Context: an optimization exercise on an open-source flow, tuned for small area. The choices shown serve that exercise and are no tape-out recipe.
Where RTL was checked, it was by simulation tests only, not by an equivalence proof against the original.
The RTL of run 1 was laid out without a check of its function.
Power figures rest on the tool's default switching activity, not on a simulated workload. The clock port is modelled as an ideal driver; clocking choices that lean on that would not hold on a real chip.

==> flow/config.mk <==
export PLATFORM = sky130hd
export DESIGN_NAME = calc_top
export DESIGN_NICKNAME = calc_top
export VERILOG_FILES = /design/flow/design.v
export SDC_FILE = /design/flow/constraint.sdc
export NUM_CORES = 8
export LEC_CHECK = 0
export CAP_MARGIN = 20
export CORE_MARGIN = 2
export CORE_UTILIZATION = 45
export SLEW_MARGIN = 20
==> flow/constraint.sdc <==
create_clock -name core_clock -period 400.0 [get_ports {clk}]
set_input_delay 80.0000 -clock core_clock [delete_from_list [all_inputs] [get_ports {clk}]]
set_output_delay 80.0000 -clock core_clock [all_outputs]
set_load 0.01 [all_outputs]
==> flow/design.v <==
package calc_data_pkg;
    typedef logic [64-1:0] calc_word_t;
    typedef logic [1:0] size_sel_t;
    typedef enum logic [2:0] {
        pick_class,
        pick_op,
        pick_size,
        enter_a,
        enter_b
    } entry_prompt_e;
    typedef struct packed {
        logic       valid;
        calc_word_t value;
    } unit_result_s;
endpackage
package calc_cmd_pkg;
    typedef enum logic [1:0] {
        class_arith,
        class_logic,
        class_fetch,
        class_store
    } calc_class_e;
    typedef enum logic [2:0] {
        arith_add,
        arith_sub,
        arith_mul,
        arith_div,
        arith_rem
    } arith_op_e;
    typedef enum logic [2:0] {
        logic_and,
        logic_nand,
        logic_or,
        logic_nor,
        logic_xor,
        logic_xnor,
        logic_not
    } logic_op_e;
    typedef struct packed {
        logic       spare;
        logic [1:0] idx;
    } reg_sel_s;
    typedef union packed {
        arith_op_e arith_op;
        logic_op_e logic_op;
        reg_sel_s  reg_sel;
    } calc_op_u;
    typedef struct packed {
        calc_class_e              cls;
        calc_op_u                 op;
        logic [1:0]               size;
        logic [64-1:0]  a;
        logic [64-1:0]  b;
    } calc_cmd_s;
endpackage
`timescale 1ns/1ps
module button_debouncer (
    input  logic clk,
    input  logic rst,
    input  logic button,
    output logic press,
    output logic press_next
);
    localparam int CNT_W = $clog2(4 + 1) - 1;
    logic [1:0]       sync;
    logic             sample;
    logic             stable;
    logic [CNT_W-1:0] cnt;
    assign sample = sync[1];
    assign press_next = sample && !stable && (cnt == CNT_W'(4 - 1));
    always_ff @(posedge clk) begin
        if (rst) begin
            sync   <= 2'b00;
            stable <= 1'b0;
            cnt    <= '0;
            press  <= 1'b0;
        end else begin
            sync  <= {sync[0], button};
            press <= 1'b0;
            if (sample == stable) begin
                cnt <= '0;
            end else if (cnt == CNT_W'(4 - 1)) begin
                cnt    <= '0;
                stable <= sample;
                press  <= sample;
            end else begin
                cnt <= cnt + 1'b1;
            end
        end
    end
endmodule
`timescale 1ns/1ps
module entry_sequencer (
    input  logic                     clk,
    input  logic                     rst,
    input  logic                     press,
    input  logic [16-1:0] switches,
    output logic [2:0]               prompt,
    output logic [1:0]               cls,
    output logic [2:0]               op,
    output logic [1:0]               size,
    output logic [1:0]               chunk,
    output logic                     issue
);
    logic [2:0] prompt_nxt;
    logic [1:0] chunk_nxt;
    logic       last_chunk;
    logic       skip_a;
    logic       skip_b;
    assign last_chunk = (chunk == size);
    assign skip_a     = (cls == 2'd2);
    assign skip_b     = skip_a || (cls == 2'd3) || ((cls == 2'd1) && (op == 3'd6));
    always_comb begin
        prompt_nxt = prompt;
        chunk_nxt  = chunk;
        issue      = 1'b0;
        if (press) begin
            case (prompt)
                3'd0: prompt_nxt = 3'd1;
                3'd1: prompt_nxt = 3'd2;
                3'd2: begin
                    chunk_nxt = '0;
                    if (skip_a) begin
                        issue      = 1'b1;
                        prompt_nxt = 3'd0;
                    end else begin
                        prompt_nxt = 3'd3;
                    end
                end
                3'd3: begin
                    if (!last_chunk) begin
                        chunk_nxt = chunk + 2'd1;
                    end else if (skip_b) begin
                        issue      = 1'b1;
                        prompt_nxt = 3'd0;
                    end else begin
                        chunk_nxt  = '0;
                        prompt_nxt = 3'd4;
                    end
                end
                3'd4: begin
                    if (!last_chunk) begin
                        chunk_nxt = chunk + 2'd1;
                    end else begin
                        issue      = 1'b1;
                        prompt_nxt = 3'd0;
                    end
                end
                default: prompt_nxt = 3'd0;
            endcase
        end
    end
    always_ff @(posedge clk) begin
        if (rst) begin
            prompt <= 3'd0;
            chunk  <= '0;
        end else begin
            prompt <= prompt_nxt;
            chunk  <= chunk_nxt;
        end
        if (press && prompt == 3'd0) cls  <= switches[1:0];
        if (press && prompt == 3'd1) op   <= switches[2:0];
        if (press && prompt == 3'd2) size <= switches[1:0];
    end
endmodule
`timescale 1ns/1ps
module int_arith (
    input  logic        clk,
    input  logic        clr,       
    input  logic        ph,        
    input  logic        sbit,      
    input  logic        e,         
    input  logic        s,         
    input  logic        bext,      
    input  logic [31:0] b,         
    output logic [31:0] head,
    output logic [31:0] tail,
    output logic        sgn
);
    logic [31:0] x1;
    logic [31:0] x0;
    logic        cx;
    logic        cc;
    logic [31:0] xin;
    logic [31:0] bb;
    logic [31:0] y;
    logic        co;
    assign head = x1;
    assign tail = x0;
    assign xin = {x1[30:0], ph ? cx : sbit};
    logic [32:0] c;
    logic        pe;
    logic        ne;
    assign pe = e & ~s;
    assign ne = e & s;
    assign bb = (b ^ {32{s}}) & {32{e}};
    assign c[0] = ph ? cc : s;
    always_comb begin
        for (int j = 0; j < 32; j++) begin
            y[j]   = xin[j] ^ bb[j] ^ c[j];
            c[j+1] = (xin[j] & bb[j]) | (xin[j] & c[j]) | (bb[j] & c[j]);
        end
    end
    assign co = c[32];
    always_ff @(posedge clk) begin
        x0 <= y;
        x1 <= clr ? 32'd0 : x0;
        cx <= x1[31];
        cc <= co;
        if (clr) begin
            sgn <= 1'b0;
        end else if (ph) begin
            sgn <= x1[31] ^ bext ^ co;
        end
    end
endmodule
`timescale 1ns/1ps
module opnd_ring (
    input  logic        clk,
    input  logic [1:0]  wr,        
    input  logic [15:0] wdata,
    input  logic        sh,        
    input  logic        ins_lo,    
    input  logic        ph,        
    output logic [31:0] head,      
    output logic [31:0] tail,      
    output logic        msb        
);
    logic [31:0] d1;
    logic [31:0] d0;
    logic [31:0] nxt;
    logic        carry;
    logic        ins;
    assign head = d1;
    assign tail = d0;
    assign msb  = ph ? d1[31] : d0[31];
    assign ins = ph ? carry : ins_lo;
    always_comb begin
        nxt = sh ? {d1[30:0], ins} : d1;
        if (wr[0]) nxt[15:0]  = wdata;
        if (wr[1]) nxt[31:16] = wdata;
    end
    always_ff @(posedge clk) begin
        d0    <= nxt;
        d1    <= d0;
        carry <= d1[31];
    end
endmodule
`timescale 1ns/1ps
module result_bank (
    input  logic        clk,
    input  logic        rst,
    input  logic [1:0]  idx,
    input  logic        wr0,       
    input  logic        wr1,       
    input  logic        wbit,
    input  logic        rhalf,     
    output logic        rbit,
    input  logic        load,
    input  logic [63:0] value,
    input  logic [1:0]  size,
    output logic [63:0] result,
    output logic        sign,
    output logic        done
);
    logic [4-1:0][63:0] ring;
    logic [3:0]  valid;
    logic [63:0] mask;
    always_ff @(posedge clk) begin
        for (int r = 0; r < 4; r++) begin
            ring[r][63:2] <= ring[r][62:1];
            ring[r][1]    <= (wr1 && idx == 2'(r)) ? wbit : ring[r][0];
            ring[r][0]    <= (wr0 && idx == 2'(r)) ? wbit : ring[r][63];
        end
    end
    always_ff @(posedge clk) begin
        if (rst) begin
            valid <= '0;
        end else if (wr0) begin
            valid[idx] <= 1'b1;
        end
    end
    assign rbit = valid[idx] && (rhalf ? ring[idx][0] : ring[idx][63]);
    always_comb begin
        for (int k = 0; k < 4; k++) begin
            mask[16*k +: 16] = (2'(k) <= size) ? 16'hffff : 16'h0000;
        end
    end
    always_ff @(posedge clk) begin
        if (rst) begin
            result <= '0;
            sign   <= 1'b0;
            done   <= 1'b0;
        end else begin
            done <= load;
            if (load) begin
                result <= value & mask;
                sign   <= value[{size, 4'hf}];
            end
        end
    end
endmodule
`timescale 1ns/1ps
module calc_top (
    input  logic                         clk,
    input  logic                         rst,
    input  logic                         enable,
    input  logic [16-1:0]     switches,
    output calc_data_pkg::entry_prompt_e prompt,
    output calc_data_pkg::calc_word_t    result,
    output logic                         sign,
    output logic                         done
);
    logic        press;
    logic        press_next;
    logic [2:0]  prompt_q;
    logic [1:0]  cls;
    logic [2:0]  op;
    logic [1:0]  size;
    logic [1:0]  chunk;
    logic        issue;
    button_debouncer debounce_i (
        .clk(clk), .rst(rst), .button(enable), .press(press), .press_next(press_next)
    );
    entry_sequencer seq_i (
        .clk(clk), .rst(rst), .press(press), .switches(switches),
        .prompt(prompt_q), .cls(cls), .op(op), .size(size), .chunk(chunk), .issue(issue)
    );
    assign prompt = calc_data_pkg::entry_prompt_e'(prompt_q);
    localparam logic [1:0] ST_IDLE = 2'd0;
    localparam logic [1:0] ST_PEND = 2'd1;
    localparam logic [1:0] ST_RUN  = 2'd2;
    logic [5:0] g;
    logic [1:0] st;
    logic [1:0] round;
    logic       ph;
    logic       run;
    logic       main;
    logic       i63;
    logic       i64;
    logic       ld;
    assign ph   = g[0];
    assign run  = (st == ST_RUN);
    assign main = run && !round[1];
    assign i63  = run && (round == 2'd1) && (g[5:1] == 5'd31);
    assign i64  = run && (round == 2'd2) && (g[5:1] == 5'd0);
    assign ld   = run && (round == 2'd2) && (g == 6'd2);
    always_ff @(posedge clk) begin
        if (rst) begin
            g     <= '0;
            st    <= ST_IDLE;
            round <= '0;
        end else begin
            g <= g + 6'd1;
            if ((issue || st == ST_PEND) && g == 6'd63) begin
                st    <= ST_RUN;
                round <= '0;
            end else if (issue) begin
                st <= ST_PEND;
            end else if (ld) begin
                st <= ST_IDLE;
            end else if (run && g == 6'd63) begin
                round <= round + 2'd1;
            end
        end
    end
    logic is_arith, is_logic, is_fetch, is_store;
    logic addsub, mul, dv, rm, divrem;
    assign is_arith = (cls == 2'd0);
    assign is_logic = (cls == 2'd1);
    assign is_fetch = (cls == 2'd2);
    assign is_store = (cls == 2'd3);
    assign addsub   = is_arith && (op[2:1] == 2'b00);
    assign mul      = is_arith && (op == 3'd2);
    assign dv       = is_arith && (op == 3'd3);
    assign rm       = is_arith && (op == 3'd4);
    assign divrem   = dv || rm;
    logic        wcyc;
    logic [1:0]  wr_a, wr_b;
    logic [15:0] wdata;
    logic [31:0] a_head, a_tail, b_head, b_tail;
    logic        a_msb, b_msb;
    logic        sh_a, sh_b, ins_a, ins_b;
    logic        sgn;
    logic        bt;
    assign wcyc  = press_next || press;
    assign wdata = (prompt_q == 3'd0) ? 16'd0 : switches;
    always_comb begin
        for (int h = 0; h < 2; h++) begin
            wr_a[h] = wcyc && ((prompt_q == 3'd0) ||
                               ((prompt_q == 3'd3) && (ph == chunk[1]) && (chunk[0] == 1'(h))));
            wr_b[h] = wcyc && ((prompt_q == 3'd0) ||
                               ((prompt_q == 3'd4) && (ph == chunk[1]) && (chunk[0] == 1'(h))));
        end
    end
    assign sh_a  = main || (i64 && dv);
    assign ins_a = divrem ? !sgn : a_msb;
    assign sh_b  = (main && is_logic) || (i63 && rm);
    assign ins_b = is_logic && b_msb;
    opnd_ring ring_a (
        .clk(clk), .wr(wr_a), .wdata(wdata), .sh(sh_a), .ins_lo(ins_a), .ph(ph),
        .head(a_head), .tail(a_tail), .msb(a_msb)
    );
    opnd_ring ring_b (
        .clk(clk), .wr(wr_b), .wdata(wdata), .sh(sh_b), .ins_lo(ins_b), .ph(ph),
        .head(b_head), .tail(b_tail), .msb(b_msb)
    );
    always_ff @(posedge clk) begin
        if (ph) bt <= b_msb;
    end
    logic        lf;
    logic        rbit;
    logic        sbit;
    logic        e;
    logic        s;
    logic        bext;
    logic [31:0] x_head, x_tail;
    always_comb begin
        case (op)
            3'd0: lf = a_msb & b_msb;
            3'd1: lf = !(a_msb & b_msb);
            3'd2: lf = a_msb | b_msb;
            3'd3: lf = !(a_msb | b_msb);
            3'd4: lf = a_msb ^ b_msb;
            3'd5: lf = !(a_msb ^ b_msb);
            3'd6: lf = !a_msb;
            default: lf = 1'b0;
        endcase
    end
    always_comb begin
        sbit = 1'b0;
        if (main) begin
            if (addsub || divrem) sbit = a_msb;
            if (is_logic)         sbit = lf;
            if (is_fetch)         sbit = rbit;
        end
    end
    assign e    = (main && ((addsub && i63) || (mul && a_msb) || divrem)) || (i64 && rm && sgn);
    assign s    = e && ((addsub && op[0]) || (divrem && main && !sgn));
    assign bext = e && (s || (i64 && bt));
    int_arith work_i (
        .clk(clk), .clr(!run), .ph(ph), .sbit(sbit), .e(e), .s(s), .bext(bext),
        .b(b_head), .head(x_head), .tail(x_tail), .sgn(sgn)
    );
    logic        hold_wr0, hold_wr1;
    logic [63:0] value;
    assign hold_wr0 = main && is_store && !round[0] && !ph;
    assign hold_wr1 = main && is_store &&  round[0] && !ph;
    assign value = (dv || is_store) ? {a_tail, a_head} : {sgn, x_tail, x_head[31:1]};
    result_bank bank_i (
        .clk(clk), .rst(rst),
        .idx(op[1:0]), .wr0(hold_wr0), .wr1(hold_wr1), .wbit(a_msb), .rhalf(round[0]),
        .rbit(rbit),
        .load(ld), .value(value), .size(size),
        .result(result), .sign(sign), .done(done)
    );
endmodule
==> flow/run.sh <==
#!/bin/bash
# synth_recipe.tcl (not shown) runs the flow's synth.tcl, then flattens the netlist and writes it again
# the make line also repeats each setting of config.mk as NAME=value (left out here)
make -C /OpenROAD-flow-scripts/flow DESIGN_CONFIG=/design/flow/config.mk WORK_HOME=/design/flow/orfs CLKGATE_MAP_FILE= SYNTH_SCRIPT=/design/flow/synth_recipe.tcl finish
==> results of run 1 <==
-- layout make-up --
cell class	count	area, sq um	area share (%)
sequential	552	11100	55.3
multi-input combinational	776	5420	26.9
timing repair buffer	100	981	4.87
inverter	15	56.3	0.280
clock inverter	26	398	1.98
clock buffer	70	1510	7.50
tap	511	639	3.18
-- cells in the final DEF, fill, tap and decap left out, types with 7 or more instances in the layout --
cell | Yosys | routed
o21ai_1 | 12 | 12
a211oi_1 | 21 | 21
a21oi_1 | 85 | 82
nor2b_1 | 8 | 7
a22oi_1 | 17 | 17
xnor2_1 | 36 | 36
nand3_1 | 39 | 39
dfxtp_1 | 544 | 544
bufinv_16 | 0 | 10
mux2_1 | 8 | 8
and2_1 | 33 | 33
clkinv_2 | 0 | 11
ha_1 | 8 | 8
nand2b_1 | 10 | 10
mux2_2 | 21 | 21
buf_4 | 0 | 12
fa_1 | 32 | 32
mux2i_1 | 100 | 100
clkdlybuf4s50_1 | 0 | 86
nand2_1 | 52 | 52
edfxtp_1 | 8 | 8
nor2_1 | 168 | 168
o21ai_0 | 52 | 52
clkbuf_16 | 0 | 53
clkbuf_8 | 0 | 12
inv_1 | 15 | 15
-- cells by family (layout without fill, tap and decap cells) --
kind of cell / count (synthesis) / count (layout) / share of synthesized area, %
flip-flops: 552 / 552 / 65.7
multiplexers: 134 / 134 / 8.37
XOR/XNOR: 41 / 41 / 2.12
buffers and inverters: 97 / 211 / 2.59
AO/OA/AOI/OAI: 213 / 213 / 7.25
adder cells (fa/ha/maj): 40 / 40 / 4.38
AND/OR/NAND/NOR: 348 / 348 / 9.54
-- synthesized netlist by cell type (4+ instances only) --
master,instances
a22oi_1,17
mux2i_1,100
ha_1,8
nor2b_1,8
a31oi_1,6
nand2b_1,10
nand2_1,52
and2_1,33
nor4_1,5
o21ai_0,52
nor2_1,168
clkbuf_1,58
a211oi_1,21
xnor2_1,36
buf_2,16
nor3b_1,5
o21ai_1,12
nor3_1,4
xor2_1,5
inv_1,15
a21oi_1,85
nand3_1,39
mux2_1,8
mux2_2,21
edfxtp_1,8
fa_1,32
dfxtp_1,544
-- power groups by stage --
stage | logic, W | registers, W | clock network [W]
6_report | 0.000000904 | 0.0000556 | 0.0000535
3_3_place_gp | 0.000000892 | 0.0000568 | 0
4_1_cts | 0.000000908 | 0.0000556 | 0.0000547
2_1_floorplan | 0.000000434 | 0.0000567 | 0
5_1_grt | 0.000000984 | 0.0000556 | 0.0000572
3_5_place_dp | 0.000000904 | 0.0000568 | 0
-- per-layer routing --
| metal | vias to the layer above | track usage [%] |
|---|---|---|
| met5 | - | 0 |
| met4 | 2 | 4.82 |
| met3 | 47 | 4.02 |
| met2 | 167 | 28.9 |
| met1 | 4811 | 25.7 |
| li1 | 4942 | - |
-- how the worst min path moves through the flow --
stage                                   startpoint                        to  depth (start not counted)
final                         ring_b.d0[3]$_DFF_P_      ring_b.d1[3]$_DFF_P_                          0
after global routing      bank_i.ring[160]$_DFF_P_  bank_i.ring[161]$_DFF_P_                          0
after CTS                 bank_i.ring[181]$_DFF_P_  bank_i.ring[182]$_DFF_P_                          0
after detailed placement    bank_i.ring[9]$_DFF_P_   bank_i.ring[10]$_DFF_P_                          0
after global placement       ring_b.d0[15]$_DFF_P_     ring_b.d1[15]$_DFF_P_                          0
after floorplan            bank_i.ring[99]$_DFF_P_  bank_i.ring[100]$_DFF_P_                          0
-- flip-flops by register name, summed over array words and instances, names as in the netlist, 4 cells and up --
name           flops
work_i.x1         32
ring_b.d0         32
bank_i.result     64
g                  6
ring_b.d1         32
bank_i.valid       4
ring_a.d1         32
work_i.x0         32
bank_i.ring      256
ring_a.d0         32
-- through the flow --
step / hold WS, ns / total power (W)
5_1_grt: 0.327 / 0.000114
3_3_place_gp: 0.310 / 0.0000577
6_report: 0.323 / 0.000110
3_5_place_dp: 0.312 / 0.0000577
4_1_cts: 0.322 / 0.000111
2_1_floorplan: 0.310 / 0.0000572
==> flow_metrics.tcl, run 1 <==
set metrics [dict create \
    slew-limit-headroom_pct 25.7 \
    grt_start_max_net_pins 90 \
    worstMarginPinSlew_ns 1.11 \
    synth.avg_cell_area_sq_um 11.9 \
    netlist_instances 1425 \
    worstSetupPathType "reg -> out" \
    ios 88 \
    synth_flop_cell "dfxtp_1" \
    root_buffer "clkbuf_16" \
    async_reset_ff_share_pct 0 \
    grt_pass1_vias 10200 \
    crit_fanout 12 \
    cp-end-kind "output pin" \
    hold_viol_final 0 \
    post_cts_buffers 0 \
    path_buf_inv 1 \
    fin_crit_sh_pct 20.4 \
    rr_worst_depth 46 \
    final_cells 2050 \
    floorplan.initialDensity_pct 45.3 \
    leakage_nw 8.04 \
    grt_first_pass_wirelength_microns 56000 \
    cts_resized 0 \
    dr.pass1.iters 5 \
    final_core_util_pct 53.8 \
    fillers 3255 \
    cpLargestDelayFamily "buffers and inverters" \
    cts_htree_levels 2 \
    antenna_found_initial 1 \
    rrSetupSlack_ns 382.71 \
    syn_to_final_growth_pct 18.9 \
    dp.cells 1953 \
    ant_nets 0 \
    wire_per_inst_microns 17.1 \
    die_area_sq_um 39200 \
    dr_wl_met2_microns 15600 \
    slowest_stage "clkdlybuf4s50_1" \
    crit_arrival_ns 1.74 \
    period_needed_ns 81.74 \
    stdcell_area_sq_um 20100 \
    antenna_cells 0 \
    viasPerCell 4.86 \
    drive_above_1_share_pct 9.55 \
    min_path_type "reg -> reg" \
    clk_pin_slew_ns 0.07 \
    fp.dieW_microns 198 \
    setup_ws_ns 318.26 \
    grt_usage_pct 18.4 \
    remaining_drc_errors 0 \
    clock-sinks 552 \
    cap_violations 0 \
    yosysTopAreaCellShare_pct 64.3 \
    power_density_nw_per_um2 5.46 \
    wl_microns 35000 \
    cp.depth 1 \
    gr-total-overflow 0 \
    hold_buffers 0 \
    tns_ns 0 \
    vias 9969 \
    fin_nets 1556 \
    r2r-end "work_i.sgn$_SDFFE_PP0P_" \
    clk_latency_ns 0.58 \
    drt_iter0_markers 492 \
    setup_violations 0 \
    ys_types 60 \
    regToRegStartpoint "g[0]$_SDFF_PP0_" \
    worstPathRequired_ns 320.00 \
    synth_nets 1484 \
    rows 71 \
    p_seq_share_pct 50.5 \
    synth_area_sq_um 16900 \
    cts_buffers 52 \
    vdd_drop_max_mv 0.00340 \
    ys_ff_latch 552 \
    place.gp.congestion 0.762 \
    cts_tree "built" \
    dr.max_layer_used "met5" \
    cpPeakStageDelay_ns 0.61 \
    crit_path_cell_trace "clkdlybuf4s50_1" \
    clkPwrFrac_pct 48.6 \
    switching_share_pct 19.3 \
    dr_wl_met3_microns 1490 \
    dpl_worst_slack_ns 318.74 \
    netlist_top_cells_area "dfxtp_1, mux2i_1, fa_1, nor2_1, a21oi_1" \
    rsz0062_at_grt "no" \
    ys_warn_count 6 \
    cts_buffer_depth 3 \
    clock.fmax_mhz 12.2 \
    synth_top_area_cell "dfxtp_1" \
    core_sq_um 37400 \
    place_area_sq_um 18200 \
    combPwrFrac_pct 0.8 \
    crit_end "prompt[0]" \
    dpl.hpwl_microns 22300 \
    numPortBuffers 87 \
    p_sw_w 0.0000213 \
    synth_seq_area_share_pct 65.7 \
    finClkSkew_ns 0.0146 \
    status "no timing/DRC/antenna violations" \
    drt-met1-wl_microns 17300 \
    drv_slew 0 \
    cp-startpoint "seq_i.prompt[0]$_SDFFE_PP0P_" \
    intPower_w 0.0000887 \
    synth_edf_count 8 \
    die_h_microns 198 \
    cp-start-kind "flop" \
]
==> run 2: changes to the inputs <==
--- a/flow/design.v
+++ b/flow/design.v
@@ -259,3 +259,5 @@
     input  logic        load,
-    input  logic [63:0] value,
+    input  logic        src_a,
+    input  logic [63:0] val_a,
+    input  logic [63:0] val_x,
     input  logic [1:0]  size,
@@ -267,3 +269,9 @@
     logic [3:0]  valid;
-    logic [63:0] mask;
+    logic [3:0]  sel_a;
+    logic [3:0]  sel_x;
+    logic        hold;
+    logic [63:0] value;
+    logic        top;
+    assign value = src_a ? val_a : val_x;
+    assign top   = value[{size, 4'hf}];
     always_ff @(posedge clk) begin
@@ -285,17 +293,13 @@
         for (int k = 0; k < 4; k++) begin
-            mask[16*k +: 16] = (2'(k) <= size) ? 16'hffff : 16'h0000;
+            sel_a[k] = load && !rst && src_a  && (2'(k) <= size);
+            sel_x[k] = load && !rst && !src_a && (2'(k) <= size);
         end
     end
+    assign hold = !load && !rst;
     always_ff @(posedge clk) begin
-        if (rst) begin
-            result <= '0;
-            sign   <= 1'b0;
-            done   <= 1'b0;
-        end else begin
-            done <= load;
-            if (load) begin
-                result <= value & mask;
-                sign   <= value[{size, 4'hf}];
-            end
+        for (int i = 0; i < 64; i++) begin
+            result[i] <= (result[i] & hold) | (val_a[i] & sel_a[i/16]) | (val_x[i] & sel_x[i/16]);
         end
+        sign <= (sign & hold) | (load && !rst && top);
+        done <= load && !rst;
     end
@@ -445,6 +449,4 @@
     logic        hold_wr0, hold_wr1;
-    logic [63:0] value;
     assign hold_wr0 = main && is_store && !round[0] && !ph;
     assign hold_wr1 = main && is_store &&  round[0] && !ph;
-    assign value = (dv || is_store) ? {a_tail, a_head} : {sgn, x_tail, x_head[31:1]};
     result_bank bank_i (
@@ -453,3 +455,4 @@
         .rbit(rbit),
-        .load(ld), .value(value), .size(size),
+        .load(ld), .src_a(dv || is_store), .val_a({a_tail, a_head}),
+        .val_x({sgn, x_tail, x_head[31:1]}), .size(size),
         .result(result), .sign(sign), .done(done)
--- a/flow/config.mk
+++ b/flow/config.mk
@@ -9,3 +9,6 @@
 export CORE_MARGIN = 2
-export CORE_UTILIZATION = 45
+export CORE_UTILIZATION = 70
+export CTS_BUF_LIST = sky130_fd_sc_hd__clkbuf_8
+export CTS_CLUSTER_DIAMETER = 60
+export CTS_CLUSTER_SIZE = 20
 export SLEW_MARGIN = 20
==> flow_metrics.tcl, run 2 <==
set metrics [dict create \
    synthAdderAreaFrac_pct 4.46 \
    most-common-layout-cells "dfxtp_1, nor2_1, clkdlybuf4s50_1" \
    setup_ws_ns 318.21 \
    clk_pin_slew_ns 0.11 \
    min_path_type "reg -> reg" \
    place.gp.congestion 0.872 \
    clock-sinks 552 \
    numPortBuffers 87 \
    grt_usage_pct 27.0 \
    floorplan.initialDensity_pct 71.0 \
    grt_first_pass_wirelength_microns 51400 \
    ios 88 \
    fin_nets 1450 \
    ys_types 71 \
    crit_path_cell_trace "clkdlybuf4s50_1" \
    cts_buffer_depth 3 \
    clk_latency_ns 0.58 \
    fp.dieW_microns 158 \
    fillers 1526 \
    drt_iter0_markers 747 \
    synth_xor_area_share_pct 2.16 \
    cp-start-kind "flop" \
    synth_area_sq_um 16600 \
    vdd_drop_max_mv 0.00482 \
    antenna_cells 0 \
    yosysTopAreaCellShare_pct 65.5 \
    worstPathRequired_ns 320.00 \
    synth_flop_cell "dfxtp_1" \
    cap_violations 0 \
    dpl_worst_slack_ns 317.82 \
    synth.mux.area_fraction_pct 5.59 \
    finalPower_w 0.0000843 \
    synth.avg_cell_area_sq_um 12.5 \
    fin_crit_sh_pct 20.4 \
    status "no timing/DRC/antenna violations" \
    synth_edf_count 8 \
    die_h_microns 158 \
    reg_top3 "bank_i.ring: 256 flops, bank_i.result: 64 flops" \
    ys_ff_latch 552 \
    synth_seq_area_share_pct 67.0 \
    die_area_sq_um 25000 \
    synth_top_family_by_area "compound AO/OA/AOI/OAI gates" \
    cp-end-kind "output pin" \
    period_needed_ns 81.79 \
    layout_commonest_cell "dfxtp_1" \
    cts_buffers 37 \
    ys_top_cells_by_count "dfxtp_1, nor2_1, mux2i_1" \
    regMostFlops "bank_i.ring" \
    ys_warn_count 6 \
    cpPeakStageDelay_ns 0.62 \
    ant_nets 0 \
    synth_compound_area_share_pct 8.89 \
    async_reset_ff_share_pct 0 \
    worstSetupPathType "reg -> out" \
    synth_top_area_cell "dfxtp_1" \
    antenna_found_initial 0 \
    setup_violations 0 \
    drv_slew 0 \
    drive_above_1_share_pct 6.68 \
    synth_most_common_cell "dfxtp_1" \
    rsz0062_at_grt "no" \
    viasPerCell 5.63 \
    root_buffer "clkbuf_8" \
    crit_arrival_ns 1.79 \
    path_buf_inv 1 \
    cts_htree_levels 2 \
    finClkSkew_ns 0.0231 \
    remaining_drc_errors 0 \
    slew-limit-headroom_pct 23.2 \
    vias 9727 \
    synth_nets 1390 \
    cts_tree "built" \
    leakage_nw 7.82 \
    dr.pass1.iters 5 \
    clock.fmax_mhz 12.2 \
    crit_fanout 13 \
    cts_resized 0 \
    power_density_nw_per_um2 4.58 \
    hold_viol_final 0 \
    netlist_top_cells_area "dfxtp_1, mux2i_1, fa_1, a21oi_1, nor2_1" \
    grt_pass1_vias 9455 \
    synth-simple-area-share_pct 8.79 \
    largest_reg_flops 256 \
    final_core_util_pct 78.7 \
    rows 56 \
    gr-total-overflow 0 \
    hold_buffers 0 \
    syn_to_final_growth_pct 10.8 \
    cpLargestDelayFamily "buffers and inverters" \
    worstMarginPinSlew_ns 1.15 \
    core_sq_um 23400 \
    tns_ns 0 \
    wl_microns 33000 \
    grt_start_max_net_pins 70 \
    slowest_stage "clkdlybuf4s50_1" \
    dpl.hpwl_microns 21800 \
    post_cts_buffers 0 \
    wire_per_inst_microns 19.1 \
    netlist_instances 1331 \
]
[run 2: changes by cell type after synthesis, moves of 8 or more]
cell	previous run	this run
a221o_1	0	17
a222oi_1	0	32
a22oi_1	17	0
and3_1	3	18
clkbuf_1	58	46
inv_1	15	47
mux2_1	8	0
mux2_2	21	1
mux2i_1	100	85
nand2_1	52	23
nor2_1	168	92
o21ai_1	12	2
xnor2_1	36	8
xor2_1	5	33
[run 2: metrics by stage]
| stage | hold slack (ns) | cell area [sq um] | instances |
|---|---|---|---|
| CTS | 0.313 | 18400 | 1726 |
| detailed placement | 0.312 | 17700 | 1670 |
| finish | 0.315 | 18400 | 1727 |
| global placement | 0.310 | 17700 | 1670 |
| global route | 0.314 | 18400 | 1727 |
| floorplan | 0.310 | 16600 | 1331 |
[run 2: logic make-up after synthesis]
logic type	count (synthesis)
flops	552
simple gates	266
compound gates	219
buf+inv	124
mux	89
xor+xnor	41
fa+ha+maj	40
[run 2: layer usage]
metal,vias up,part of all wire [%],wire [microns],GRT usage [%]
met4,0,3.0,988,8.92
met5,-,0,0,0
li1,4658,-,-,-
met1,4713,46,15100,38.7
met2,301,45,15000,42.4
met3,55,5.9,1960,4.16
[run 2: area by class of cell]
class / instances / area [sq um] / share of cell area, %
Sequential cell: 552 / 11100 / 60.4
Clock buffer: 39 / 537 / 2.91
Inverter: 48 / 180 / 0.978
Clock inverter: 17 / 195 / 1.06
Multi-Input combinational cell: 655 / 5020 / 27.3
Timing Repair Buffer: 97 / 953 / 5.18
Tap cell: 319 / 399 / 2.17
[run 2: worst paths after layout]
kind | startpoint | endpoint | slack [ns] | depth (start not counted)
max | seq_i.prompt[1]$_SDFFE_PP0P_ | prompt[1] | 318.21 | 1
min | bank_i.ring[69]$_DFF_P_ | bank_i.ring[70]$_DFF_P_ | 0.31 | 0
max reg2reg | g[0]$_SDFF_PP0_ | work_i.sgn$_SDFFE_PP0P_ | 382.80 | 46
min reg2reg | bank_i.ring[69]$_DFF_P_ | bank_i.ring[70]$_DFF_P_ | 0.31 | 0
[run 2: where the power goes]
group	switching [W]	internal (W)
Clock	0.0000170	0.0000108
Combinational	0.000000582	0.000000329
Sequential	0.000000221	0.0000554
Total	0.0000178	0.0000665
==> run 3: changes to the inputs <==
==> flow/flow/run.sh (new file) <==
#!/bin/bash
# Standard layout with two changes: the port buffers use the smallest buffer
# cell, and clock tree synthesis uses clkbuf_8 leaf buffers without dummy loads.
set -euo pipefail
export BUFFER_PORTS_ARGS="-buffer_cell sky130_fd_sc_hd__buf_1"
export CTS_ARGS="-sink_clustering_enable -repair_clock_nets -buf_list sky130_fd_sc_hd__clkbuf_8 -sink_clustering_size 16 -sink_clustering_max_diameter 50 -dont_use_dummy_load"
bash standard.sh > standard_flow.log 2>&1
==> flow/standard.sh (new file) <==
#!/bin/bash
# synth_recipe.tcl (not shown) runs the flow's synth.tcl, then flattens the netlist and writes it again
# the make line also repeats each setting of config.mk as NAME=value (left out here)
make -C /OpenROAD-flow-scripts/flow DESIGN_CONFIG=/design/flow/config.mk WORK_HOME=/design/flow/orfs CLKGATE_MAP_FILE= SYNTH_SCRIPT=/design/flow/synth_recipe.tcl "${@:-finish}"
==> flow/config.mk (replaced) <==
export PLATFORM = sky130hd
export DESIGN_NAME = calc_top
export DESIGN_NICKNAME = calc_top
export VERILOG_FILES = /design/flow/design.v
export SDC_FILE = /design/flow/constraint.sdc
export NUM_CORES = 8
export LEC_CHECK = 0
export ABC_AREA = 1
export CAP_MARGIN = 20
export CORE_MARGIN = 2
export CORE_UTILIZATION = 80
export SLEW_MARGIN = 20
removed: flow/run.sh
==> flow_metrics.tcl, run 3 <==
set metrics [dict create \
    ys_types 38 \
    cap_violations 0 \
    tns_ns 0 \
    grt_pass1_vias 11800 \
    cp-startpoint "rst" \
    worstSetupPathType "in -> reg" \
    place.gp.congestion 0.859 \
    power_density_nw_per_um2 4.68 \
    worstMarginPinSlew_ns 1.08 \
    grt_start_max_net_pins 66 \
    finClkSkew_ns 0.0319 \
    cts_htree_levels 2 \
    yosysTopAreaCellShare_pct 66.1 \
    syn_to_final_growth_pct 6.32 \
    worstPathRequired_ns 400.45 \
    synth_edf_count 8 \
    fin_nets 1747 \
    whs_ns 0.311 \
    ios 88 \
    layout_commonest_cell "dfxtp_1" \
    synth_seq_area_share_pct 67.5 \
    dr.pass1.iters 6 \
    cp-start-kind "primary input" \
    status "no timing/DRC/antenna violations" \
    cp-end-kind "flop" \
    period_needed_ns 82.38 \
    cts_buffer_depth 3 \
    synth_flop_cell "dfxtp_1" \
    ys_warn_count 6 \
    clk_latency_ns 0.58 \
    synth_nets 1666 \
    finalPower_w 0.0000819 \
    rrSetupSlack_ns 382.72 \
    die_h_microns 148 \
    crit_arrival_ns 82.82 \
    grt_first_pass_wirelength_microns 62600 \
    cts_tree "built" \
    synth_area_sq_um 16500 \
    rr_worst_depth 51 \
    min_path_type "reg -> reg" \
    root_buffer "clkbuf_8" \
    crit_fanout 65 \
    netlist_instances 1607 \
    clock.fmax_mhz 12.1 \
    floorplan.initialDensity_pct 81.4 \
    core_sq_um 20200 \
    slew-limit-headroom_pct 27.8 \
    cts_buffers 41 \
    path_common_cell "nand2_1" \
    drt_iter0_markers 1278 \
    wire_per_inst_microns 20.7 \
    dpl.hpwl_microns 25800 \
    crit_end "bank_i.result[1]$_DFF_P_" \
    ys_ff_latch 552 \
    async_reset_ff_share_pct 0 \
    rsz0062_at_grt "no" \
    clk_pin_slew_ns 0.10 \
    ys_top_cells_by_count "dfxtp_1, nand2_1, o21ai_0" \
    drv_slew 0 \
    vias 11700 \
    synth.avg_cell_area_sq_um 10.3 \
    die_area_sq_um 21800 \
    hold_viol_final 0 \
    hold_buffers 0 \
    regMostFlops "bank_i.ring" \
    cpPeakStageDelay_ns 0.83 \
    most-common-layout-cells "dfxtp_1, nand2_1, o21ai_0" \
    antenna_found_initial 1 \
    vdd_drop_max_mv 0.00416 \
    rows 52 \
    fin_crit_sh_pct 20.6 \
    wl_microns 40500 \
    regToRegStartpoint "g[0]$_SDFF_PP0_" \
    reg_top3 "bank_i.ring: 256 flops, bank_i.result: 64 flops" \
    gr-total-overflow 0 \
    drive_above_1_share_pct 4.21 \
    crit_path_cell_trace "buf_1, clkinv_1, nand2_1, clkinv_2, a22oi_1, nand2_1" \
    numPortBuffers 87 \
    fp.dieW_microns 148 \
    netlist_top_cells_area "dfxtp_1, nand2_1, o21ai_0, fa_1, inv_1" \
    cts_resized 0 \
    setup_violations 0 \
    grt_usage_pct 37.4 \
    post_cts_buffers 0 \
    slowest_stage "clkinv_2" \
    viasPerCell 5.99 \
    leakage_nw 7.33 \
    r2r-end "work_i.sgn$_SDFFE_PP0P_" \
    synth_most_common_cell "dfxtp_1" \
    clock-sinks 552 \
    largest_reg_flops 256 \
    ant_nets 0 \
    remaining_drc_errors 0 \
    synth_top_area_cell "dfxtp_1" \
]
==> run 3: cell count changes after synthesis, sizes merged, moves of 17 or more <==
cell,previous run,this run
nand3,40,65
and3,18,1
inv,47,141
and2,36,0
a211oi,21,0
nand2,25,351
a221o,17,0
o21ai,49,147
a21oi,81,59
xor2,33,4
o211ai,1,53
a222oi,32,0
mux2i,85,0
==> run 3: routing by layer <==
metal,track usage (%),vias to the layer above,wire (microns),share of wire (%)
met5,0,-,0,0
met4,22.0,0,2330,5.7
met3,7.01,189,3960,9.8
met2,60.2,784,19200,47
met1,47.7,5473,15100,37
li1,-,5267,-,-
==> run 3: stage by stage <==
step                      util (%)  area [sq um]  std cells  worst slack, ns
after CTS                     86.6         17500       1956           318.14
final                         86.6         17500       1957           317.62
after detailed placement      83.8         17000       1915           317.64
after global routing          86.6         17500       1956           317.50
after global placement        83.8         17000       1915           317.89
after floorplan                  -         16500       1607           319.01
==> run 3: power breakdown <==
part	switching (W)	leakage [nW]	total (W)	internal, W
logic	0.000000466	2.52	0.000000655	0.000000186
registers	0.000000338	4.52	0.0000559	0.0000556
clock network	0.0000162	0.295	0.0000254	0.00000924
==> run 3: worst min-delay path by stage <==
stage          slack, ns                       end  cells past startpoint                     start
2_1_floorplan       0.31  bank_i.ring[100]$_DFF_P_                      0   bank_i.ring[99]$_DFF_P_
6_report            0.31   bank_i.ring[74]$_DFF_P_                      0   bank_i.ring[73]$_DFF_P_
4_1_cts             0.31   bank_i.ring[74]$_DFF_P_                      0   bank_i.ring[73]$_DFF_P_
3_5_place_dp        0.31  bank_i.ring[165]$_DFF_P_                      0  bank_i.ring[164]$_DFF_P_
5_1_grt             0.32     ring_b.d1[20]$_DFF_P_                      0     ring_b.d0[20]$_DFF_P_
3_3_place_gp        0.31      ring_b.d1[4]$_DFF_P_                      0      ring_b.d0[4]$_DFF_P_
==> run 3: area by class of cell <==
type                       count  area [sq um]
inverter                     143           538
clock buffer                  41           564
sequential                   552         11100
antenna                        1          2.50
multi-input combinational    858          4580
timing repair buffer          92           364
fill                         974          2710
tap                          270           338
==> run 3: kinds of logic (layout without fill, tap and decap cells) <==
kind of cell,after synthesis,in the layout,synth area share (%)
AOI/OAI and AO/OA,281,281,9.63
xor gates and xnor gates,6,6,0.319
adders and majority gates,40,40,4.49
buffers and inverters,197,276,4.72
DFF,552,552,67.5
other,0,1,0
and+or+nand+nor,531,531,13.3
==> run 3: critical path, delay by kind of cell <==
family	cells	cell delay (ns)
AO/OA/AOI/OAI	1	0.54
buffers and inverters	3	1.91
AND/OR/NAND/NOR	2	0.34
==> run 4: changes to the inputs <==
==> flow/flow/run.sh (replaced) <==
#!/bin/bash
# Standard layout with two changes: the port buffers use the smallest buffer
# cell, and clock tree synthesis uses clkbuf_8 leaf buffers without dummy loads.
set -euo pipefail
export BUFFER_PORTS_ARGS="-buffer_cell sky130_fd_sc_hd__buf_1"
export CTS_ARGS="-sink_clustering_enable -repair_clock_nets -buf_list sky130_fd_sc_hd__clkbuf_16 -sink_clustering_size 32 -sink_clustering_max_diameter 80 -dont_use_dummy_load"
bash standard.sh > standard_flow.log 2>&1
==> flow_metrics.tcl, run 4 <==
set metrics [dict create \
    synth.avg_cell_area_sq_um 10.3 \
    rsz0062_at_grt "no" \
    cap_violations 0 \
    root_buffer "clkbuf_16" \
    async_reset_ff_share_pct 0 \
    leakage_nw 7.30 \
    floorplan.initialDensity_pct 81.4 \
    ant_nets 0 \
    antenna_found_initial 1 \
    drive_above_1_share_pct 3.06 \
    fp.dieW_microns 148 \
    ys_top_cells_by_count "dfxtp_1, nand2_1, o21ai_0" \
    crit_fanout 65 \
    cp-end-kind "flop" \
    remaining_drc_errors 0 \
    wire_per_inst_microns 22.1 \
    worstSetupPathType "in -> reg" \
    cp-startpoint "rst" \
    power_density_nw_per_um2 4.68 \
    synth_nets 1666 \
    finClkSkew_ns 0.0527 \
    grt_start_max_net_pins 66 \
    drv_slew 0 \
    netlist_instances 1607 \
    ys_warn_count 6 \
    slew-limit-headroom_pct 26.0 \
    post_cts_buffers 0 \
    crit_arrival_ns 82.84 \
    wl_microns 42800 \
    ys_types 38 \
    clk_latency_ns 0.54 \
    place.gp.congestion 0.859 \
    setup_ws_ns 317.59 \
    vias 11900 \
    whs_ns 0.270 \
    synth_seq_area_share_pct 67.5 \
    synth_area_sq_um 16500 \
    rows 52 \
    grt_usage_pct 39.2 \
    layout_commonest_cell "dfxtp_1" \
    antenna_cells 0 \
    netlist_top_cells_area "dfxtp_1, nand2_1, o21ai_0, fa_1, inv_1" \
    min_path_type "reg -> reg" \
    most-common-layout-cells "dfxtp_1, nand2_1, o21ai_0" \
    rrSetupSlack_ns 382.64 \
    status "no timing/DRC/antenna violations" \
    vdd_drop_max_mv 0.00415 \
    worstPathRequired_ns 400.42 \
    fillers 968 \
    stdcell_area_sq_um 17500 \
    die_area_sq_um 21800 \
    synth_top_area_cell "dfxtp_1" \
    cts_tree "built" \
    period_needed_ns 82.42 \
    cp-start-kind "primary input" \
    multi_input_area_sq_um 4580 \
    fin_nets 1727 \
    hold_viol_final 0 \
    die_h_microns 148 \
    regMostFlops "bank_i.ring" \
    place_area_sq_um 17000 \
    ys_ff_latch 552 \
    final_core_util_pct 86.4 \
    grt_first_pass_wirelength_microns 65600 \
    largest_reg_flops 256 \
    synth_edf_count 8 \
    dpl_worst_slack_ns 317.64 \
    worstMarginPinSlew_ns 1.11 \
    syn_to_final_growth_pct 6.07 \
    cts_buffers 21 \
    clock.fmax_mhz 12.1 \
    core_sq_um 20200 \
    cts_htree_levels 1 \
    cts_resized 0 \
    gr-total-overflow 0 \
    synth_flop_cell "dfxtp_1" \
    hold_buffers 0 \
    grt_pass1_vias 12000 \
    viasPerCell 6.16 \
    rr_worst_depth 54 \
    yosysTopAreaCellShare_pct 66.1 \
    crit_end "bank_i.result[1]$_DFF_P_" \
    regToRegStartpoint "g[0]$_SDFF_PP0_" \
    r2r-end "work_i.sgn$_SDFFE_PP0P_" \
    reg_top3 "bank_i.ring: 256 flops, bank_i.result: 64 flops" \
    fin_crit_sh_pct 20.6 \
    cts_buffer_depth 3 \
    dpl.hpwl_microns 25800 \
    clock-sinks 552 \
    synth_most_common_cell "dfxtp_1" \
    seq_area_sq_um 11100 \
    numPortBuffers 87 \
    tns_ns 0 \
    dr.pass1.iters 7 \
    ios 88 \
    setup_violations 0 \
    drt_iter0_markers 1324 \
    clk_pin_slew_ns 0.11 \
]
==> run 4: cell families (layout without fill, tap and decap cells) <==
group | count (synthesis) | in the layout | synth area share [%]
adder cells (fa/ha/maj) | 40 | 40 | 4.49
XOR/XNOR | 6 | 6 | 0.319
AO/OA/AOI/OAI | 281 | 281 | 9.63
buffers and inverters | 197 | 256 | 4.72
AND/OR/NAND/NOR | 531 | 531 | 13.3
flip-flops | 552 | 552 | 67.5
==> run 4: cell type report <==
cell class	count	area share (%)
multi-input combinational	858	26.2
timing repair buffer	92	2.08
sequential	552	63.7
inverter	143	3.08
tap	270	1.93
clock buffer	21	3.01
==> run 4: worst min path at each step <==
stage,from,to,slack (ns),depth (start not counted)
floorplan,bank_i.ring[99]$_DFF_P_,bank_i.ring[100]$_DFF_P_,0.31,0
global placement,ring_b.d0[4]$_DFF_P_,ring_b.d1[4]$_DFF_P_,0.31,0
detailed placement,bank_i.ring[164]$_DFF_P_,bank_i.ring[165]$_DFF_P_,0.31,0
CTS,bank_i.ring[85]$_DFF_P_,bank_i.ring[86]$_DFF_P_,0.27,0
global route,bank_i.ring[85]$_DFF_P_,bank_i.ring[86]$_DFF_P_,0.27,0
finish,bank_i.ring[85]$_DFF_P_,bank_i.ring[86]$_DFF_P_,0.27,0
==> run 4: stage by stage <==
stage                     std cells  total power, W
after floorplan                1607       0.0000574
after global placement         1915       0.0000577
after global routing           1936       0.0000835
after CTS                      1936       0.0000815
final                          1936       0.0000818
after detailed placement       1915       0.0000578
==> run 4: critical path, cell delays in order <==
cell      delay, ns
buf_1          0.58
clkinv_1       0.50
nand2_1        0.21
clkinv_2       0.81
a22oi_1        0.57
nand2_1        0.12
==> run 4: layer usage <==
metal / global-route usage, % / vias to the layer above / wire length, microns
li1: - / 5225 / -
met5: 0 / - / 17
met3: 7.10 / 252 / 4120
met2: 64.0 / 907 / 20100
met1: 48.7 / 5549 / 15500
met4: 24.9 / 2 / 3120
==> run 4: power breakdown <==
| group | total, W | switching (W) | internal (W) | leakage (nW) |
|---|---|---|---|---|
| registers | 0.0000560 | 0.000000358 | 0.0000556 | 4.52 |
| logic | 0.000000681 | 0.000000490 | 0.000000188 | 2.52 |
| clock network | 0.0000251 | 0.0000156 | 0.00000955 | 0.259 |
==> run 5: changes to the inputs <==
--- a/flow/flow/run.sh
+++ b/flow/flow/run.sh
@@ -2,3 +2,3 @@
 # Standard layout with two changes: the port buffers use the smallest buffer
-# cell, and clock tree synthesis uses clkbuf_8 leaf buffers without dummy loads.
+# cell, and clock tree synthesis uses clkbuf_16 buffers with larger sink clusters without dummy loads.
 set -euo pipefail
==> flow_metrics.tcl, run 5 <==
set metrics [dict create \
    status "no timing/DRC/antenna violations" \
    grt_pass1_vias 12000 \
    slew-limit-headroom_pct 26.0 \
    netlist_top_cells_area "dfxtp_1, nand2_1, o21ai_0, fa_1, inv_1" \
    tns_ns 0 \
    fp.dieW_microns 148 \
    setup_violations 0 \
    dr.pass1.iters 7 \
    floorplan.initialDensity_pct 81.4 \
    cts_htree_levels 1 \
    fin_crit_sh_pct 20.6 \
    p_seq_share_pct 68.4 \
    hold_viol_final 0 \
    synth_edf_count 8 \
    synth_top_area_cell "dfxtp_1" \
    die_h_microns 148 \
    clk_latency_ns 0.54 \
    worstPathRequired_ns 400.42 \
    combPwrFrac_pct 0.8 \
    grt_start_max_net_pins 66 \
    layout_commonest_cell "dfxtp_1" \
    grt_usage_pct 39.2 \
    synth_seq_area_share_pct 67.5 \
    regMostFlops "bank_i.ring" \
    ys_ff_latch 552 \
    synth_nets 1666 \
    final_core_util_pct 86.4 \
    dpl.hpwl_microns 25800 \
    worstSetupPathType "in -> reg" \
    worstMarginPinSlew_ns 1.11 \
    ant_nets 0 \
    ys_types 38 \
    numPortBuffers 87 \
    ios 88 \
    finalPower_w 0.0000818 \
    min_path_type "reg -> reg" \
    post_cts_buffers 0 \
    remaining_drc_errors 0 \
    clock-sinks 552 \
    clkPwrFrac_pct 30.7 \
    drive_above_1_share_pct 3.06 \
    rr_worst_depth 54 \
    synth_flop_cell "dfxtp_1" \
    synth.avg_cell_area_sq_um 10.3 \
    synth_most_common_cell "dfxtp_1" \
    wl_microns 42800 \
    p_sw_w 0.0000164 \
    root_buffer "clkbuf_16" \
    clk_pin_slew_ns 0.11 \
    rows 52 \
    place.gp.congestion 0.859 \
    drv_slew 0 \
    cts_resized 0 \
    vdd_drop_max_mv 0.00415 \
    cp-start-kind "primary input" \
    synth_area_sq_um 16500 \
    most-common-layout-cells "dfxtp_1, nand2_1, o21ai_0" \
    power_density_nw_per_um2 4.68 \
    drt_iter0_markers 1324 \
    rsz0062_at_grt "no" \
    antenna_found_initial 1 \
    wire_per_inst_microns 22.1 \
    period_needed_ns 82.42 \
    finClkSkew_ns 0.0527 \
    ys_top_cells_by_count "dfxtp_1, nand2_1, o21ai_0" \
    crit_fanout 65 \
    grt_first_pass_wirelength_microns 65600 \
    hold_depth 0 \
    clock.fmax_mhz 12.1 \
    core_sq_um 20200 \
    intPower_w 0.0000653 \
    cts_buffer_depth 3 \
    cap_violations 0 \
    async_reset_ff_share_pct 0 \
    cts_tree "built" \
    vias 11900 \
    ys_warn_count 6 \
    switching_share_pct 20.1 \
    gr-total-overflow 0 \
    cp-end-kind "flop" \
    hold_buffers 0 \
    syn_to_final_growth_pct 6.07 \
    cts_buffers 21 \
    crit_arrival_ns 82.84 \
    reg_top3 "bank_i.ring: 256 flops, bank_i.result: 64 flops" \
    netlist_instances 1607 \
    fin_nets 1727 \
    die_area_sq_um 21800 \
    antenna_cells 0 \
    largest_reg_flops 256 \
    viasPerCell 6.16 \
    yosysTopAreaCellShare_pct 66.1 \
    leakage_nw 7.30 \
]
-- run 5: cell counts in the layout (fill, tap and decap cells not counted) --
No cell type changed its count.
-- run 5: through the flow --
| stage | cells | hold WS, ns | worst slack (ns) | cell area (sq um) |
|---|---|---|---|---|
| 2_1_floorplan | 1607 | 0.310 | 319.01 | 16500 |
| 3_3_place_gp | 1915 | 0.310 | 317.89 | 17000 |
| 3_5_place_dp | 1915 | 0.312 | 317.64 | 17000 |
| 4_1_cts | 1936 | 0.274 | 318.11 | 17500 |
| 5_1_grt | 1936 | 0.270 | 317.44 | 17500 |
| 6_report | 1936 | 0.270 | 317.59 | 17500 |
-- run 5: worst paths after layout --
kind | to | slack [ns] | from
max | bank_i.result[1]$_DFF_P_ | 317.59 | rst
min | bank_i.ring[86]$_DFF_P_ | 0.27 | bank_i.ring[85]$_DFF_P_
max reg2reg | work_i.sgn$_SDFFE_PP0P_ | 382.64 | g[0]$_SDFF_PP0_
min reg2reg | bank_i.ring[86]$_DFF_P_ | 0.27 | bank_i.ring[85]$_DFF_P_
-- run 5: cell type report --
type / count / area [sq um]
clock buffers: 21 / 526
fillers: 968 / 2750
inverters: 143 / 538
multi-input cells: 858 / 4580
flip-flops and latches: 552 / 11100
well taps: 270 / 338
repair buffers: 92 / 364
-- run 5: critical path, cell delays in order --
cell and delay [ns]:
buf_1 0.58, clkinv_1 0.50, nand2_1 0.21, clkinv_2 0.81, a22oi_1 0.57, nand2_1 0.12
-- run 5: power by group through the flow --
| stage | clock network, W | logic [W] | registers, W |
|---|---|---|---|
| floorplan | 0 | 0.000000407 | 0.0000570 |
| global placement | 0 | 0.000000570 | 0.0000571 |
| detailed placement | 0 | 0.000000615 | 0.0000572 |
| CTS | 0.0000249 | 0.000000659 | 0.0000559 |
| global route | 0.0000267 | 0.000000728 | 0.0000560 |
| finish | 0.0000251 | 0.000000681 | 0.0000560 |
-- run 5: kinds of logic after synthesis --
family                     count (synthesis)  share of synthesized area, %
DFF                                      552                          67.5
and+or+nand+nor                          531                          13.3
AOI/OAI and AO/OA                        281                          9.63
buffers and inverters                    197                          4.72
adders and majority gates                 40                          4.49
xor gates and xnor gates                   6                         0.319
-- run 5: per-layer routing --
metal  wire (microns)  GRT usage [%]
met5               17              0
met3             4120           7.10
met4             3120           24.9
met1            15500           48.7
met2            20100           64.0
==> run 6: changes to the inputs <==
==> flow/flow/run.sh (replaced) <==
#!/bin/bash
# Standard layout with two changes: the port buffers use the smallest buffer
# cell, and clock tree synthesis uses clkbuf_16 buffers with larger sink clusters without dummy loads.
set -euo pipefail
export BUFFER_PORTS_ARGS="-buffer_cell sky130_fd_sc_hd__buf_1"
export CTS_ARGS="-sink_clustering_enable -repair_clock_nets -buf_list sky130_fd_sc_hd__clkbuf_16 -sink_clustering_size 40 -sink_clustering_max_diameter 50 -dont_use_dummy_load"
bash standard.sh > standard_flow.log 2>&1
==> flow_metrics.tcl, run 6 <==
set metrics [dict create \
    status "no timing/DRC/antenna violations" \
    rows 52 \
    ys_warn_count 6 \
    die_area_sq_um 21800 \
    slew-limit-headroom_pct 25.0 \
    grt_pass1_vias 12400 \
    synth_edf_count 8 \
    setup_ws_ns 317.33 \
    numPortBuffers 87 \
    synth_xor_area_share_pct 0.319 \
    dpl_worst_slack_ns 317.64 \
    vias 12200 \
    ys_ff_latch 552 \
    layout_commonest_cell "dfxtp_1" \
    cts_tree "built" \
    finClkSkew_ns 0.0457 \
    wl_microns 45400 \
    largest_reg_flops 256 \
    drive_above_1_share_pct 3.93 \
    fillers 853 \
    grt_usage_pct 41.9 \
    regMostFlops "bank_i.ring" \
    synthAdderAreaFrac_pct 4.49 \
    syn_to_final_growth_pct 8.34 \
    ys_types 38 \
    synth_nets 1666 \
    synth_area_sq_um 16500 \
    cp-end-kind "flop" \
    ios 88 \
    synth_seq_area_share_pct 67.5 \
    ys_top_cells_by_count "dfxtp_1, nand2_1, o21ai_0" \
    async_reset_ff_share_pct 0 \
    remaining_drc_errors 0 \
    ant_nets 0 \
    hold_viol_final 0 \
    power_density_nw_per_um2 5.05 \
    post_cts_buffers 0 \
    finalPower_w 0.0000903 \
    reg_top3 "bank_i.ring: 256 flops, bank_i.result: 64 flops" \
    cts_htree_levels 2 \
    fin_crit_sh_pct 20.7 \
    antenna_found_initial 2 \
    floorplan.initialDensity_pct 81.4 \
    synth_flop_cell "dfxtp_1" \
    synth.mux.area_fraction_pct 0 \
    cts_resized 0 \
    cap_violations 0 \
    cts_buffer_depth 3 \
    multi_input_area_sq_um 4580 \
    clock.fmax_mhz 12.1 \
    leakage_nw 7.48 \
    place.gp.congestion 0.859 \
    drv_slew 0 \
    dr.pass1.iters 7 \
    hold_buffers 0 \
    yosysTopAreaCellShare_pct 66.1 \
    final_cells 1951 \
    vdd_drop_max_mv 0.00430 \
    period_needed_ns 82.67 \
    cts_buffers 36 \
    antenna_cells 0 \
    min_path_type "reg -> reg" \
    dp.cells 1915 \
    clk_pin_slew_ns 0.11 \
    setup_violations 0 \
    most-common-layout-cells "dfxtp_1, nand2_1, o21ai_0" \
    seq_area_sq_um 11100 \
    synth_most_common_cell "dfxtp_1" \
    viasPerCell 6.26 \
    grt_start_max_net_pins 66 \
    crit_arrival_ns 83.07 \
    synth-simple-area-share_pct 13.3 \
    place_area_sq_um 17000 \
    fp.dieW_microns 148 \
    synth_top_area_cell "dfxtp_1" \
    grt_first_pass_wirelength_microns 69200 \
    gr-total-overflow 0 \
    synth_top_family_by_area "simple AND/OR/NAND/NOR gates" \
    worstSetupPathType "in -> reg" \
    netlist_top_cells_area "dfxtp_1, nand2_1, o21ai_0, fa_1, inv_1" \
    cp-start-kind "primary input" \
    wire_per_inst_microns 23.3 \
    synth.avg_cell_area_sq_um 10.3 \
    clk_latency_ns 0.54 \
    crit_fanout 65 \
    fin_nets 1742 \
    synth_compound_area_share_pct 9.63 \
    stdcell_area_sq_um 17900 \
    dpl.hpwl_microns 25800 \
    netlist_instances 1607 \
    clock-sinks 552 \
    worstMarginPinSlew_ns 1.13 \
    tns_ns 0 \
    die_h_microns 148 \
    worstPathRequired_ns 400.40 \
    drt_iter0_markers 1561 \
    rsz0062_at_grt "no" \
    core_sq_um 20200 \
    root_buffer "clkbuf_16" \
]
[run 6: changes by cell type in the layout (fill, tap and decap cells not counted), sizes merged]
cell    change
clkbuf     +15
[run 6: worst paths after layout]
kind	from	end	slack [ns]	cells past startpoint
worst max register to register	st[0]$_SDFFE_PP0N_	work_i.sgn$_SDFFE_PP0P_	382.40	48
worst min-delay path	bank_i.ring[48]$_DFF_P_	bank_i.ring[49]$_DFF_P_	0.30	0
worst min register to register	bank_i.ring[48]$_DFF_P_	bank_i.ring[49]$_DFF_P_	0.30	0
worst max-delay path	rst	bank_i.result[3]$_DFF_P_	317.33	6
[run 6: where the power goes]
group	internal, W	switching, W	total (W)
logic	0.000000188	0.000000504	0.000000695
clock network	0.0000160	0.0000176	0.0000336
registers	0.0000556	0.000000366	0.0000559
[run 6: layer usage]
layer	wire (microns)	up-vias	GRT usage (%)
met3	5060	312	10.4
met2	21000	943	67.2
met5	25	-	0
li1	-	5263	-
met1	15700	5688	50.4
met4	3580	4	28.4
[run 6: cells by family (layout without fill, tap and decap cells)]
| group | after synthesis | count (layout) |
|---|---|---|
| flip-flops | 552 | 552 |
| XOR/XNOR | 6 | 6 |
| buffers and inverters | 197 | 271 |
| adder cells (fa/ha/maj) | 40 | 40 |
| AO/OA/AOI/OAI | 281 | 281 |
| AND/OR/NAND/NOR | 531 | 531 |
[run 6: final cells by class]
class	count	share of cell area, %
tap	270	1.89
inverter	143	3.01
timing repair buffer	92	2.04
sequential	552	62.3
multi-input combinational	858	25.7
clock buffer	36	5.05
[run 6: worst max-delay path, stage by stage]
cell      delay [ns]
buf_1           0.60
clkinv_1        0.51
nand2_1         0.21
clkinv_2        0.85
nand2_1         0.63
o211ai_1        0.21
[run 6: through the flow]
stage	hold slack (ns)	utilization (%)
after floorplan	0.310	-
after global placement	0.310	83.8
after CTS	0.298	88.2
after detailed placement	0.312	83.8
final	0.301	88.2
after global routing	0.301	88.2
==> run 7: changes to the inputs <==
==> flow/flow/run.sh (replaced) <==
#!/bin/bash
# The standard layout (standard.sh) with three changes:
#  - synthesis is synth_recipe.tcl unchanged except that its abc (logic
#    mapping) call uses the area-oriented script flow/area.abc
#  - the port buffers use the smallest buffer cell
#  - clock tree synthesis uses clkbuf_16 with larger sink clusters and no
#    dummy loads
set -euo pipefail
work=$PWD
cat > "$work/flow_synth.tcl" <<EOT
proc abc {args} {
  set i [lsearch -exact \$args -script]
  if {\$i >= 0} { lset args [expr {\$i + 1}] $work/flow/area.abc }
  yosys abc {*}\$args
}
source $work/synth_recipe.tcl
EOT
export BUFFER_PORTS_ARGS="-buffer_cell sky130_fd_sc_hd__buf_1"
export CTS_ARGS="-sink_clustering_enable -repair_clock_nets -buf_list sky130_fd_sc_hd__clkbuf_16 -sink_clustering_size 32 -sink_clustering_max_diameter 80 -dont_use_dummy_load"
bash standard.sh SYNTH_SCRIPT="$work/flow_synth.tcl" finish > standard_flow.log 2>&1
==> flow/flow/area.abc (new file) <==
strash
dc2
dch -f
amap
==> flow_metrics.tcl, run 7 <==
set metrics [dict create \
    status "no timing/DRC/antenna violations" \
    cp-end-kind "flop" \
    fp.dieW_microns 143 \
    netlist_instances 1248 \
    synth_edf_count 8 \
    netlist_top_cells_area "dfxtp_1, fa_1, a222oi_1, clkinv_1, nor2_1" \
    drv_slew 0 \
    seq_area_sq_um 11100 \
    layout_commonest_cell "dfxtp_1" \
    grt_first_pass_wirelength_microns 66700 \
    fillers 720 \
    hold_depth 0 \
    hold_end "bank_i.ring[161]$_DFF_P_" \
    r2r-end "work_i.sgn$_SDFFE_PP0P_" \
    period_needed_ns 83.26 \
    synth.mux.area_fraction_pct 0 \
    die_h_microns 143 \
    synth_nets 1307 \
    synth_seq_area_share_pct 71.7 \
    ys_types 39 \
    tns_ns 0 \
    fin_crit_sh_pct 20.8 \
    power_density_nw_per_um2 4.86 \
    drive_above_1_share_pct 3.35 \
    clkPwrFrac_pct 30.6 \
    ios 88 \
    finClkSkew_ns 0.0937 \
    synth_compound_area_share_pct 13.6 \
    most-common-layout-cells "dfxtp_1, clkinv_1, nor2_1" \
    grt_pass1_vias 11600 \
    fin_nets 1436 \
    wl_microns 44800 \
    cts_buffer_depth 3 \
    crit_arrival_ns 83.75 \
    rows 50 \
    synth_area_sq_um 15500 \
    setup_violations 0 \
    rrSetupSlack_ns 381.61 \
    async_reset_ff_share_pct 0 \
    dr.pass1.iters 13 \
    die_area_sq_um 20500 \
    hp-start "bank_i.ring[160]$_DFF_P_" \
    root_buffer "clkbuf_16" \
    ys_top_cells_by_count "dfxtp_1, clkinv_1, nor2_1" \
    combPwrFrac_pct 1.1 \
    rr_worst_depth 49 \
    ant_nets 0 \
    wire_per_inst_microns 27.4 \
    grt_start_max_net_pins 66 \
    multi_input_area_sq_um 3980 \
    clk_pin_slew_ns 0.12 \
    min_path_type "reg -> reg" \
    cts_buffers 21 \
    rsz0062_at_grt "no" \
    worstSetupPathType "in -> reg" \
    yosysTopAreaCellShare_pct 70.2 \
    clock-sinks 552 \
    slew-limit-headroom_pct 33.4 \
    synth_flop_cell "dfxtp_1" \
    p_seq_share_pct 68.3 \
    ys_ff_latch 552 \
    crit_fanout 17 \
    regMostFlops "bank_i.ring" \
    cts_htree_levels 1 \
    synth_most_common_cell "dfxtp_1" \
    setup_ws_ns 316.74 \
    regToRegStartpoint "g[0]$_SDFF_PP0_" \
    remaining_drc_errors 0 \
    floorplan.initialDensity_pct 82.1 \
    synth_xor_area_share_pct 0 \
    p_sw_w 0.0000167 \
    synthAdderAreaFrac_pct 4.77 \
    leakage_nw 6.44 \
    clk_latency_ns 0.57 \
    cts_resized 0 \
    reg_top3 "bank_i.ring: 256 flops, bank_i.result: 64 flops" \
    place.gp.congestion 0.888 \
    grt_usage_pct 43.5 \
    numPortBuffers 87 \
    dpl_worst_slack_ns 316.85 \
    switching_share_pct 20.3 \
    synth_top_family_by_area "compound AO/OA/AOI/OAI gates" \
    cp-start-kind "primary input" \
    final_core_util_pct 89.5 \
    hold_buffers 0 \
    worstMarginPinSlew_ns 0.998 \
    core_sq_um 18900 \
    vias 11500 \
    antenna_found_initial 2 \
    hold_viol_final 0 \
    synth-simple-area-share_pct 7.01 \
    drt_iter0_markers 2035 \
    ys_warn_count 6 \
    worstPathRequired_ns 400.49 \
    post_cts_buffers 0 \
    largest_reg_flops 256 \
    intPower_w 0.0000654 \
    cap_violations 0 \
    clock.fmax_mhz 12.0 \
    gr-total-overflow 0 \
    syn_to_final_growth_pct 8.91 \
    cts_tree "built" \
    dpl.hpwl_microns 25700 \
    synth.avg_cell_area_sq_um 12.4 \
    synth_top_area_cell "dfxtp_1" \
    vdd_drop_max_mv 0.00572 \
    viasPerCell 7.04 \
    antenna_cells 0 \
]
## run 7: power by group through the flow
stage	Clock (W)	Sequential (W)	Combinational, W
2_1_floorplan	0	0.0000571	0.000000481
3_5_place_dp	0	0.0000572	0.000000808
5_1_grt	0.0000266	0.0000561	0.000000952
4_1_cts	0.0000248	0.0000560	0.000000844
6_report	0.0000251	0.0000561	0.000000908
3_3_place_gp	0	0.0000572	0.000000738
## run 7: routing by layer
layer  share of wire, %  vias to the layer above  global-route usage, %
li1                   -                     4657                      -
met1                 34                     5310                   53.1
met2                 46                     1199                   69.0
met3                 14                      335                   14.5
met4                7.1                        4                   23.4
met5              0.085                        -                      0
## run 7: layout make-up
| cell class | count | area share (%) |
|---|---|---|
| tap | 260 | 1.92 |
| multi-input combinational | 575 | 23.5 |
| inverter | 121 | 2.69 |
| sequential | 552 | 65.9 |
| timing repair buffer | 106 | 2.90 |
| clock buffer | 21 | 3.11 |
## run 7: worst max-delay path, cell delays in order
cell and delay [ns]:
buf_1 0.37, clkinv_1 0.30, nand2_1 0.18, nor2_1 0.20
buf_4 0.30, clkinv_1 0.17, nor2_1 0.75, clkinv_1 0.63
nor2_1 0.24, buf_4 0.30, a222oi_1 0.18, clkinv_1 0.09
## run 7: worst max path at each step
stage | startpoint | to | slack (ns) | cells past startpoint
after global placement | rst | bank_i.result[54]$_DFF_P_ | 317.12 | 12
after floorplan | rst | bank_i.result[32]$_DFF_P_ | 317.52 | 3
after global routing | rst | bank_i.result[49]$_DFF_P_ | 316.87 | 12
final | rst | bank_i.result[49]$_DFF_P_ | 316.74 | 12
after detailed placement | rst | bank_i.result[58]$_DFF_P_ | 316.85 | 12
after CTS | rst | bank_i.result[49]$_DFF_P_ | 317.11 | 12
## run 7: logic make-up after synthesis
kind of cell,count (synthesis)
buffers and inverters,121
adder cells (fa/ha/maj),40
flip-flops,552
AO/OA/AOI/OAI,282
AND/OR/NAND/NOR,253
## run 7: stage by stage
stage	hold WS (ns)	total power [W]	cells	cell area [sq um]
4_1_cts	0.261	0.0000816	1633	16900
2_1_floorplan	0.310	0.0000575	1248	15500
3_3_place_gp	0.310	0.0000579	1612	16300
3_5_place_dp	0.312	0.0000580	1612	16300
5_1_grt	0.258	0.0000836	1635	16900
6_report	0.258	0.0000821	1635	16900

what the ideal ports hide:
The results above use ideal ports. As a check the final layouts listed here were re-extracted and re-timed, cells and wires unchanged. Step 1 sets driving cells, clkbuf_16 on the clock port and buf_2 on the other inputs (assumed; they add their load-dependent delay and slew). Step 2 times the ports against the registers' clock, not the clock port: input delays grow and output delays shrink by t, the midpoint of the rising clock arrivals with the driver on. a / b / c = ideal / step 1 / step 2; a / b = the first two.
run | shift t [ns] | setup slack, ns | worst hold slack (ns) | worst slew at a driven data input, ns | pins driven straight from the clock port
run 1 | 0.628 | 318.262 / 318.210 / 318.738 | 0.323 / 0.323 / 0.323 | 0.08 | 1
run 2 | 0.609 | 318.213 / 318.172 / 317.737 | 0.315 / 0.315 / 0.315 | 0.05 | 1
run 3 | 0.617 | 317.623 / 317.640 / 317.023 | 0.311 / 0.311 / 0.311 | 0.04 | 1
run 4 | 0.564 | 317.586 / 317.602 / 317.038 | 0.270 / 0.270 / 0.270 | 0.05 | 1
run 5 | 0.564 | 317.586 / 317.602 / 317.038 | 0.270 / 0.270 / 0.270 | 0.05 | 1
run 6 | 0.573 | 317.327 / 317.348 / 316.775 | 0.301 / 0.301 / 0.301 | 0.04 | 1
run 7 | 0.573 | 316.736 / 316.760 / 316.187 | 0.258 / 0.258 / 0.258 | 0.06 | 1
After both steps setup and hold are still met in every run listed. For run 3, which loses most, drivers alone change the setup slack by +0.017 ns; drivers and shift together by -0.600 ns.
